Context: an optimization exercise on an open-source flow, tuned for small area, a short achievable clock period and few clock cycles per item. The choices shown serve that exercise and are no tape-out recipe.
Function was checked by simulation only, so behaviour that the tests miss may differ from the original.

==> flow/design.v <==
`timescale 1ns/1ps
module binconv_hold_reg #(
  parameter int unsigned W = 1
) (
  input  logic         clk_i,
  input  logic         rst_ni,
  input  logic [W-1:0] data_i,
  input  logic         valid_i,
  output logic         ready_o,
  output logic [W-1:0] data_o,
  output logic         valid_o,
  input  logic         release_i
);
  logic         valid_q;
  logic [W-1:0] data_q;
  logic         load;
  assign ready_o = ~valid_q | release_i;
  assign load    = valid_i & ready_o;
  always_ff @(posedge clk_i or negedge rst_ni) begin
    if (!rst_ni) begin
      valid_q <= 1'b0;
    end else if (load) begin
      valid_q <= 1'b1;
    end else if (release_i) begin
      valid_q <= 1'b0;
    end
  end
  always_ff @(posedge clk_i) begin
    if (load) begin
      data_q <= data_i;
    end
  end
  assign data_o  = data_q;
  assign valid_o = valid_q;
endmodule
`timescale 1ns/1ps
module binconv_window_map (
  input  logic [255:0]     tile_i,
  input  logic             filter_mode_i,
  output logic [4*36*4-1:0] pe_act_o
);
  localparam int unsigned NUM_PE = 4;
  localparam int unsigned PE_W   = 2;
  localparam int unsigned BUF_W  = 4;
  localparam int unsigned TP_IN  = 4;
  localparam int unsigned ROWS   = 9;
  localparam int unsigned ACT_W  = 4;
  for (genvar p = 0; p < NUM_PE; p++) begin : g_pe
    localparam int unsigned PY = p / PE_W;
    localparam int unsigned PX = p % PE_W;
    localparam int unsigned PIX_1X1 = (PY + 1) * BUF_W + (PX + 1);
    for (genvar r = 0; r < ROWS; r++) begin : g_row
      localparam int unsigned PIX_3X3 = (PY + r / 3) * BUF_W + (PX + r % 3);
      for (genvar c = 0; c < TP_IN; c++) begin : g_ch
        logic [ACT_W-1:0] act_3x3;
        logic [ACT_W-1:0] act_1x1;
        assign act_3x3 = tile_i[(PIX_3X3 * TP_IN + c) * ACT_W +: ACT_W];
        if (r == 0) begin : g_centre
          assign act_1x1 = tile_i[(PIX_1X1 * TP_IN + c) * ACT_W +: ACT_W];
        end else begin : g_unused
          assign act_1x1 = '0;
        end
        assign pe_act_o[((p * ROWS + r) * TP_IN + c) * ACT_W +: ACT_W] =
          filter_mode_i ? act_1x1 : act_3x3;
      end
    end
  end
endmodule
`timescale 1ns/1ps
module binconv_sequencer (
  input  logic        clk_i,
  input  logic        rst_ni,
  input  logic [2:0]  qw_i,
  input  logic        tile_valid_i,
  input  logic        out_empty_i,
  input  logic        weight_valid_i,
  output logic        weight_ready_o,
  output logic        tile_release_o,
  output logic        out_push_o,
  output logic        acc_en_o,
  output logic        acc_clear_o,
  output logic [1:0]  bit_idx_o,
  output logic        last_o
);
  logic [1:0] cnt_q;
  logic       push_q;
  logic       beat;
  logic       final_plane;
  assign weight_ready_o = tile_valid_i & out_empty_i & ~push_q;
  assign beat           = weight_valid_i & weight_ready_o;
  assign final_plane = ({1'b0, cnt_q} + 3'd1) == qw_i;
  assign acc_en_o    = beat;
  assign acc_clear_o = beat & (cnt_q == 2'd0);
  assign bit_idx_o   = cnt_q;
  assign last_o      = beat & final_plane;
  always_ff @(posedge clk_i or negedge rst_ni) begin
    if (!rst_ni) begin
      cnt_q <= '0;
    end else if (beat) begin
      cnt_q <= last_o ? 2'd0 : cnt_q + 2'd1;
    end
  end
  always_ff @(posedge clk_i or negedge rst_ni) begin
    if (!rst_ni) begin
      push_q <= 1'b0;
    end else begin
      push_q <= last_o;
    end
  end
  assign tile_release_o = push_q;
  assign out_push_o     = push_q;
endmodule
`timescale 1ns/1ps
module binconv_pe (
  input  logic          clk_i,
  input  logic          rst_ni,
  input  logic [143:0]  act_i,
  input  logic [35:0]   wplane_i,
  input  logic          acc_en_i,
  input  logic          acc_clear_i,
  input  logic [1:0]    bit_idx_i,
  output logic [15:0]   pres_o
);
  localparam int unsigned ROWS  = 9;
  localparam int unsigned TP_IN = 4;
  localparam int unsigned ACT_W = 4;
  logic [15:0] dot_sum;
  logic [15:0] dot_shifted;
  logic [15:0] acc_q;
  always_comb begin
    dot_sum = '0;
    for (int i = 0; i < ROWS * TP_IN; i++) begin
      if (wplane_i[i]) begin
        dot_sum = dot_sum + 16'(act_i[i*ACT_W +: ACT_W]);
      end
    end
  end
  assign dot_shifted = dot_sum << bit_idx_i;
  always_ff @(posedge clk_i or negedge rst_ni) begin
    if (!rst_ni) begin
      acc_q <= '0;
    end else if (acc_en_i) begin
      if (acc_clear_i) begin
        acc_q <= dot_shifted;
      end else begin
        acc_q <= acc_q + dot_shifted;
      end
    end
  end
  assign pres_o = acc_q;
endmodule
`timescale 1ns/1ps
module binconv_array_top (
  input  logic          clk_i,
  input  logic          rst_ni,
  input  logic          filter_mode_i,
  input  logic [2:0]    qw_i,
  input  logic [255:0]  act_data_i,
  input  logic          act_valid_i,
  output logic          act_ready_o,
  input  logic [35:0]   weight_data_i,
  input  logic          weight_valid_i,
  output logic          weight_ready_o,
  output logic [63:0]   pres_data_o,
  output logic          pres_valid_o,
  input  logic          pres_ready_i
);
  localparam int unsigned NUM_PE = 4;
  logic [255:0]          tile_q;
  logic                  tile_valid;
  logic                  tile_release;
  logic [NUM_PE*144-1:0] pe_act;
  logic [63:0]           pres_vec;
  logic                  out_push;
  logic                  acc_en;
  logic                  acc_clear;
  logic [1:0]            bit_idx;
  binconv_hold_reg #(
    .W ( 256 )
  ) u_act_reg (
    .clk_i     ( clk_i        ),
    .rst_ni    ( rst_ni       ),
    .data_i    ( act_data_i   ),
    .valid_i   ( act_valid_i  ),
    .ready_o   ( act_ready_o  ),
    .data_o    ( tile_q       ),
    .valid_o   ( tile_valid   ),
    .release_i ( tile_release )
  );
  binconv_window_map u_window_map (
    .tile_i        ( tile_q        ),
    .filter_mode_i ( filter_mode_i ),
    .pe_act_o      ( pe_act        )
  );
  binconv_sequencer u_sequencer (
    .clk_i          ( clk_i          ),
    .rst_ni         ( rst_ni         ),
    .qw_i           ( qw_i           ),
    .tile_valid_i   ( tile_valid     ),
    .out_empty_i    ( ~pres_valid_o  ),
    .weight_valid_i ( weight_valid_i ),
    .weight_ready_o ( weight_ready_o ),
    .tile_release_o ( tile_release   ),
    .out_push_o     ( out_push       ),
    .acc_en_o       ( acc_en         ),
    .acc_clear_o    ( acc_clear      ),
    .bit_idx_o      ( bit_idx        ),
    .last_o         (                )
  );
  for (genvar p = 0; p < NUM_PE; p++) begin : g_pe
    binconv_pe u_pe (
      .clk_i       ( clk_i                   ),
      .rst_ni      ( rst_ni                  ),
      .act_i       ( pe_act[p*144 +: 144]    ),
      .wplane_i    ( weight_data_i           ),
      .acc_en_i    ( acc_en                  ),
      .acc_clear_i ( acc_clear               ),
      .bit_idx_i   ( bit_idx                 ),
      .pres_o      ( pres_vec[p*16 +: 16]    )
    );
  end
  binconv_hold_reg #(
    .W ( 64 )
  ) u_out_reg (
    .clk_i     ( clk_i        ),
    .rst_ni    ( rst_ni       ),
    .data_i    ( pres_vec     ),
    .valid_i   ( out_push     ),
    .ready_o   (              ),
    .data_o    ( pres_data_o  ),
    .valid_o   ( pres_valid_o ),
    .release_i ( pres_ready_i )
  );
endmodule
==> flow/run.sh <==
#!/bin/bash
# synth_recipe.tcl (not shown) runs the flow's synth.tcl, then flattens the netlist and writes it again
# the make line also repeats each setting of config.mk as NAME=value (left out here)
make -C /OpenROAD-flow-scripts/flow DESIGN_CONFIG=/design/flow/config.mk WORK_HOME=/design/flow/orfs CLKGATE_MAP_FILE= SYNTH_SCRIPT=/design/flow/synth_recipe.tcl finish
==> flow/config.mk <==
export PLATFORM = sky130hd
export DESIGN_NAME = binconv_array_top
export DESIGN_NICKNAME = binconv_array_top
export VERILOG_FILES = /design/flow/design.v
export SDC_FILE = /design/flow/constraint.sdc
export NUM_CORES = 4
export LEC_CHECK = 0
export CAP_MARGIN = 20
export CORE_MARGIN = 2
export CORE_UTILIZATION = 40
export PLACE_DENSITY = 0.6
export SLEW_MARGIN = 20
==> flow/constraint.sdc <==
create_clock -name core_clock -period 50.0 [get_ports {clk_i}]
set_input_delay 10.0000 -clock core_clock [delete_from_list [all_inputs] [get_ports {clk_i}]]
set_output_delay 10.0000 -clock core_clock [all_outputs]
set_load 0.01 [all_outputs]
==> run summary <==
-- routing by layer --
layer / wire length [um] / global-route usage (%) / vias up
met5: 40 / 0 / -
met4: 5920 / 6.27 / 8
met3: 14800 / 3.56 / 226
met2: 91800 / 39.3 / 1689
met1: 104000 / 37.5 / 27400
li1: - / - / 27900
-- final timing paths --
kind                                  startpoint                     end  cells after the start
setup / recovery                weight_data_i[0]  g_pe[2].u_pe.acc_q[15]                    138
hold / removal             g_pe[0].u_pe.acc_q[6]     u_out_reg.data_q[6]                      0
setup reg to reg            u_act_reg.data_q[84]  g_pe[3].u_pe.acc_q[15]                    136
hold reg to reg            g_pe[0].u_pe.acc_q[6]     u_out_reg.data_q[6]                      0
max in group asynchronous                 rst_ni    u_sequencer.cnt_q[1]                      1
min in group asynchronous                 rst_ni  g_pe[1].u_pe.acc_q[14]                      1
-- critical path: cells and delay by family --
kind                     cells  cell delay, ns
adder cells (fa/ha/maj)     37           17.11
AO/OA/AOI/OAI               37            7.08
multiplexers                15            3.77
buffers and inverters       20            2.87
AND/OR/NAND/NOR             26            2.42
XOR/XNOR                     3            0.71
-- final cells by class --
cell class	count	area (sq um)
repair buffers	488	4550
multi-input cells	6504	50600
clock buffers	53	1210
diodes	1	2.50
fillers	15800	88200
inverters	566	2120
well taps	2160	2700
clock inverters	28	256
flip-flops and latches	389	11300
-- placed cells by master, fill, tap and decap left out, types with 56 or more instances in the layout --
cell type,Yosys,routed
ha_1,644,643
inv_1,558,558
o21ai_0,556,555
nand2_1,549,548
xnor2_1,520,520
a21oi_1,496,496
nor2b_1,491,490
nor2_1,485,485
clkdlybuf4s50_1,0,358
edfxtp_1,320,320
a21o_1,231,231
mux2_2,221,221
xor2_1,218,218
mux2i_1,177,177
nand2b_1,171,171
o21a_1,147,147
nor3_1,144,144
fa_1,144,144
buf_4,2,122
nand3_1,118,118
and2_1,77,75
dfrtp_1,69,67
and3_1,60,60
a31oi_1,56,56
-- stage by stage --
stage,util [%],cells
after floorplan,-,7702
after CTS,45.2,10200
after detailed placement,44.3,10100
final,45.2,10200
after global routing,45.2,10200
after global placement,44.3,10100
-- sequential cells by signal, summed over array words and instances, names as in the netlist --
register / flops
u_act_reg.data_q: 256
g_pe.u_pe.acc_q: 64
u_out_reg.data_q: 64
u_sequencer.cnt_q: 2
u_act_reg.valid_q: 1
u_out_reg.valid_q: 1
u_sequencer.push_q: 1
-- cell families after synthesis --
family / count (synthesis) / synth area share [%]
flops: 389 / 17.4
xor+xnor: 895 / 15.1
compound gates: 2078 / 20.5
mux: 413 / 7.01
buf+inv: 809 / 4.72
fa+ha+maj: 805 / 17.1
simple gates: 2313 / 18.2
==> out/metrics.json <==
{
  "cts_tree": "built",
  "count_of_flip_flops_with_a_built_in_enable_after_synthesis": 320,
  "drtPass1Iterations": 6,
  "critPathKind": "input pin to flop",
  "final_max_slew_viol_count": 0,
  "global_route_wire_length_before_repair_um": 325000,
  "max_freq_mhz": 23.0,
  "layout_worst_path_cycle_share_pct": 87.1,
  "timing.clock.skew_ns": 0.0578,
  "yosysMostFrequentCell": "ha_1",
  "crit_path_frequent_cell": "fa_1",
  "groute.usage.overall_pct": 25.6,
  "maximum_number_of_pins_on_one_net_before_global_route_repair": 95,
  "post-place-ws_ns": 5.91,
  "sequential_share_of_the_synthesized_area_pct": 17.4,
  "syn-instance-count": 7702,
  "num_vias": 57300,
  "cap_viol_max_count": 0,
  "outcome": "no timing/DRC/antenna violations",
  "critical_path.max_stage_delay_ns": 0.62,
  "synthDominantCellAreaShare_pct": 14.8,
  "detail_route.iter0.violations": 5073,
  "effective_utilization_at_floorplan_pct": 40.4,
  "setup-tns-final_ns": 0,
  "reg2reg_slack_ns": 16.08,
  "std_cell_rows": 147,
  "io-pin-count": 368,
  "final-hold-violation-count": 0,
  "routabilityCongestion": 0.951,
  "io_buffer_count": 367,
  "worstHoldPathType": "flop to flop",
  "worst_skew_pair_later_pin_latency_ns": 0.67,
  "post_layout_nets": 9083,
  "crit_path_start_kind": "input pin",
  "cts.path.max_buffers": 3,
  "cell_area_after_technology_mapping_sq_mm": 0.0650,
  "critPathArrivalTime_ns": 44.08,
  "drc": 0,
  "timing.max_slew.rel_slack_pct": 20.1,
  "cts-resized-gates": 0,
  "holdWs_ns": 0.482,
  "synth.net_count": 8791,
  "numCtsBuffers": 45,
  "drt.antenna.violating_nets": 0,
  "htreeDepth": 2,
  "post_cts_buffers": 0,
  "finalWirelength_um": 217000,
  "minimum_setup_slack_in_the_final_design_ns": 6.44,
  "rsz0062_at_grt": "no",
  "drive_above_1_share_pct": 8.35,
  "cts.sink_count": 389,
  "die_height_um": 407,
  "cts.clk_slew.worst_paths_ns": 0.06,
  "core_region_area_sq_mm": 0.161,
  "dp.final_hpwl_um": 177000,
  "detailed_place.area_sq_mm": 0.0713,
  "max_slew.worst_pin.slew_ns": 1.20,
  "netlist_top_cells_count": "644 x ha_1, 558 x inv_1, 556 x o21ai_0, 549 x nand2_1, 520 x xnor2_1",
  "grt_overflow": 0,
  "postLayoutCellArea_sq_mm": 0.0728,
  "synthTopCellsByArea": "edfxtp_1 15%, ha_1 12%, xnor2_1 7.0%",
  "synthDominantAreaCellType": "edfxtp_1",
  "share_of_synthesized_flip_flops_with_an_asynchronous_set_or_reset_pct": 17.7,
  "routed_wire_length_per_instance_um": 21.3,
  "finalWorstPathRequiredPeriod_ns": 43.56,
  "cp_slowest_cell": "inv_1",
  "synthToLayoutAreaGrowth_pct": 12.0,
  "cts_hold_repair.buffers": 0,
  "timing.final.setup_violations": 0,
  "cts-root-buf": "clkbuf_16",
  "grt_antenna_before_repair": 8,
  "fp.dieW_um": 407,
  "route.detailed.vias_per_inst": 5.62,
  "yosysUniqueCellTypes": 127,
  "synth.ff_latch_count": 389,
  "dieArea_sq_mm": 0.166,
  "synthesis.yosys.warnings": 4,
  "critPathRequiredTime_ns": 50.52,
  "worstSetupEndpointType": "flop",
  "first_global_vias": 53700,
  "ys_dominant_reg_cell": "edfxtp_1",
  "synthesis.area_per_instance_sq_um": 8.44,
  "critical_path_peak_fanout": 22
}
Testbench counts, summed over its fixed seeds: cycles 7,373, items 1,592.

port drivers added, routing unchanged:
The flow's constraints put no driver on any port. The routed layout listed below was extracted and timed again, unchanged, in two steps.
Step 1: set_driving_cell puts a clkbuf_16 on clk_i and a buf_2 on each other input, an assumption about the parent block.
Step 2 also shifts input and output timing later by t, the mid clock arrival at the registers, as if the neighbouring blocks saw the same clock.
a / b / c = ideal ports / drivers / drivers and shift; a / b = the first two.
t, ns: 0.716
setup slack, ns: 6.442 / 6.482 / 5.766
worst slew at a driven data input, ns: 0.09
After both steps this run still meets setup and hold. The setup slack of this run moves by +0.040 ns with the drivers and by -0.676 ns with both steps.
